Background: an optimization exercise with open tools, aiming at small area and a short achievable clock period. Do not read the settings as production practice. The RTL was checked by simulation tests, not by an equivalence proof against the original design.

==> run a: inputs <==
## systolic_gemm_engine
module systolic_gemm_engine #(
   parameter int ROWS = 4,
   parameter int COLS = 4,
   parameter int DW   = 8,
   parameter int AW   = 20
) (
   input  logic                 clk,
   input  logic                 rst,
   input  logic                 w_valid,
   output logic                 w_ready,
   input  logic [COLS*DW-1:0]   w_data,
   input  logic                 a_valid,
   output logic                 a_ready,
   input  logic                 a_last,
   input  logic [ROWS*DW-1:0]   a_data,
   output logic                 out_valid,
   output logic [COLS*AW-1:0]   out_data,
   output logic                 busy
);
clock: 8.0 ns
lec_check: 0
cap_margin: 20
core_margin: 2
core_utilization: 40
setup_slack_margin: 4.9
slew_margin: 20
synth_hierarchical: 1
synth_minimum_keep_size: 0
tns_end_percent: 0
run.sh (not shown) runs the stock make flow with config.mk's settings and CLKGATE_MAP_FILE= SYNTH_SCRIPT=/design/flow/synth_recipe.tcl, a recipe that flattens the netlist after the stock synthesis.
==> run b: changes against run a <==
--- a/flow/design.v
+++ b/flow/design.v
@@ -928,19 +928,19 @@
    sa_fa u_s321 (.a(pp109), .b(pp157), .c(pp173), .s(s321), .co(c322));
    sa_fa u_s323 (.a(pp189), .b(pp205), .c(pp221), .s(s323), .co(c324));
    sa_ha u_s325 (.a(pp237), .b(pp253), .s(s325), .co(c326));
    sa_fa u_s327 (.a(pp159), .b(pp175), .c(pp191), .s(s327), .co(c328));
    sa_fa u_s329 (.a(pp207), .b(pp223), .c(pp239), .s(s329), .co(c330));
-   sa_fa u_s331 (.a(pp255), .b(pp271), .c(1'b1), .s(s331), .co(c332));
+   sa_fa1 u_s331 (.a(pp255), .b(pp271), .s(s331), .co(c332));
    sa_fa u_s333 (.a(s291), .b(s293), .c(s295), .s(s333), .co(c334));
    sa_fa u_s335 (.a(pp177), .b(pp193), .c(pp209), .s(s335), .co(c336));
    sa_fa u_s337 (.a(pp225), .b(pp241), .c(pp257), .s(s337), .co(c338));
    sa_fa u_s339 (.a(pp273), .b(s297), .c(s299), .s(s339), .co(c340));
    sa_fa u_s341 (.a(s301), .b(c292), .c(c294), .s(s341), .co(c342));
    sa_fa u_s343 (.a(pp195), .b(pp211), .c(pp227), .s(s343), .co(c344));
    sa_fa u_s345 (.a(pp243), .b(pp259), .c(pp275), .s(s345), .co(c346));
-   sa_fa u_s347 (.a(1'b1), .b(s303), .c(s305), .s(s347), .co(c348));
+   sa_fa1 u_s347 (.a(s303), .b(s305), .s(s347), .co(c348));
    sa_fa u_s349 (.a(s307), .b(c298), .c(c300), .s(s349), .co(c350));
    sa_fa u_s351 (.a(pp101), .b(pp117), .c(pp133), .s(s351), .co(c352));
    sa_fa u_s353 (.a(pp197), .b(pp213), .c(pp229), .s(s353), .co(c354));
    sa_fa u_s355 (.a(pp245), .b(pp261), .c(pp277), .s(s355), .co(c356));
    sa_fa u_s357 (.a(s309), .b(c304), .c(c306), .s(s357), .co(c358));
@@ -951,15 +951,16 @@
    sa_ha u_s367 (.a(pp5), .b(pp21), .s(s367), .co(c368));
    sa_fa u_s369 (.a(pp7), .b(pp23), .c(pp39), .s(s369), .co(c370));
    sa_fa u_s371 (.a(pp55), .b(pp151), .c(pp167), .s(s371), .co(c372));
    sa_fa u_s373 (.a(pp57), .b(pp73), .c(pp153), .s(s373), .co(c374));
    sa_fa u_s375 (.a(pp169), .b(pp185), .c(pp201), .s(s375), .co(c376));
-   sa_ha u_s377 (.a(pp217), .b(1'b1), .s(s377), .co(c378));
+   assign s377 = ~pp217;
+   assign c378 = pp217;
    sa_fa u_s379 (.a(pp187), .b(pp203), .c(pp219), .s(s379), .co(c380));
-   sa_fa u_s381 (.a(pp235), .b(1'b1), .c(s313), .s(s381), .co(c382));
+   sa_fa1 u_s381 (.a(pp235), .b(s313), .s(s381), .co(c382));
    sa_fa u_s383 (.a(s315), .b(s317), .c(c312), .s(s383), .co(c384));
-   sa_fa u_s385 (.a(1'b1), .b(s289), .c(s319), .s(s385), .co(c386));
+   sa_fa1 u_s385 (.a(s289), .b(s319), .s(s385), .co(c386));
    sa_fa u_s387 (.a(s321), .b(s323), .c(s325), .s(s387), .co(c388));
    sa_fa u_s389 (.a(c314), .b(c316), .c(c318), .s(s389), .co(c390));
    sa_fa u_s391 (.a(c290), .b(s327), .c(s329), .s(s391), .co(c392));
    sa_fa u_s393 (.a(s331), .b(s333), .c(c320), .s(s393), .co(c394));
    sa_fa u_s395 (.a(c322), .b(c324), .c(c326), .s(s395), .co(c396));
@@ -979,11 +980,11 @@
    sa_fa u_s423 (.a(pp265), .b(pp281), .c(s365), .s(s423), .co(c424));
    sa_fa u_s425 (.a(c360), .b(c362), .c(c364), .s(s425), .co(c426));
    sa_fa u_s427 (.a(pp107), .b(pp123), .c(pp139), .s(s427), .co(c428));
    sa_fa u_s429 (.a(pp251), .b(pp267), .c(pp283), .s(s429), .co(c430));
    sa_fa u_s431 (.a(pp37), .b(pp149), .c(pp165), .s(s431), .co(c432));
-   sa_fa u_s433 (.a(pp183), .b(pp199), .c(1'b1), .s(s433), .co(c434));
+   sa_fa1 u_s433 (.a(pp183), .b(pp199), .s(s433), .co(c434));
    sa_ha u_s435 (.a(s369), .b(s371), .s(s435), .co(c436));
    sa_fa u_s437 (.a(s311), .b(s373), .c(s375), .s(s437), .co(c438));
    sa_fa u_s439 (.a(s377), .b(c370), .c(c372), .s(s439), .co(c440));
    sa_fa u_s441 (.a(s379), .b(s381), .c(s383), .s(s441), .co(c442));
    sa_fa u_s443 (.a(c374), .b(c376), .c(c378), .s(s443), .co(c444));
@@ -1004,11 +1005,11 @@
    sa_fa u_s473 (.a(c366), .b(s427), .c(s429), .s(s473), .co(c474));
    sa_fa u_s475 (.a(c422), .b(c424), .c(c426), .s(s475), .co(c476));
    sa_fa u_s477 (.a(pp125), .b(pp141), .c(pp269), .s(s477), .co(c478));
    sa_fa u_s479 (.a(pp285), .b(c428), .c(c430), .s(s479), .co(c480));
    sa_ha u_s542 (.a(q483), .b(q484), .s(s542), .co(c543));
-   sa_fa u_s544 (.a(q487), .b(1'b1), .c(q488), .s(s544), .co(c545));
+   sa_fa1 u_s544 (.a(q487), .b(q488), .s(s544), .co(c545));
    sa_fa u_s546 (.a(q490), .b(q491), .c(q492), .s(s546), .co(c547));
    sa_fa u_s548 (.a(q494), .b(q495), .c(q496), .s(s548), .co(c549));
    sa_fa u_s550 (.a(q498), .b(q499), .c(q500), .s(s550), .co(c551));
    sa_fa u_s552 (.a(q502), .b(q503), .c(q504), .s(s552), .co(c553));
    sa_fa u_s554 (.a(q506), .b(q507), .c(q508), .s(s554), .co(c555));
@@ -1108,10 +1109,14 @@
 endmodule
 module sa_fa (input logic a, b, c, output logic s, co);
    assign s  = a ^ b ^ c;
    assign co = (a & b) | (a & c) | (b & c);
 endmodule
+module sa_fa1 (input logic a, b, output logic s, co);   
+   assign s  = ~(a ^ b);
+   assign co = a | b;
+endmodule
 module sa_ha (input logic a, b, output logic s, co);
    assign s  = a ^ b;
    assign co = a & b;
 endmodule
 module systolic_gemm_engine #(
- CTS_CLUSTER_DIAMETER: default -> 100
- CTS_CLUSTER_SIZE: default -> 24
==> comparison <==
Between run b and run a, the lower non-clock buffer count is in run b (gap 17). In run b the count of clock-buffer cells in the layout is lower than in run a, by 57. Setup slack: run b is higher than run a (60 ps). Cell area: run b is smaller than run a (about 3.2%). Against run a, the die area of run b is higher by about 0.33%. Between run a and run b, the lower maximum frequency is in run a (gap 1.9%, measured against run b). Of run b and run a, run b has the higher sequential share of layout area (gap 1.1 points). Against run a, the area after synthesis of run b is higher by about 0.34%.

==> re-timing with driven ports <==
In the flow no input, the clock included, has a driving cell. The finished layouts below were timed again as built, in two steps.
Step 1: set_driving_cell puts a clkbuf_16 on clk and a buf_2 on each other input, an assumption about the parent block.
Step 2 also shifts input and output timing later by t, the mid clock arrival at the registers, as if the neighbouring blocks saw the same clock.
Three values: ideal ports, drivers, drivers and shift; two values: the first two.
| run | t (ns) | setup WS [ns] | worst setup path at the end |
|---|---|---|---|
| run a | 0.720 | 4.755 / 4.755 / 4.508 | input to register |
| run b | 0.734 | 4.815 / 4.743 / 4.388 | input to register |
After both steps every run listed still meets setup and hold. For run b, which loses most, drivers alone change the setup slack by -0.072 ns; drivers and shift together by -0.427 ns.
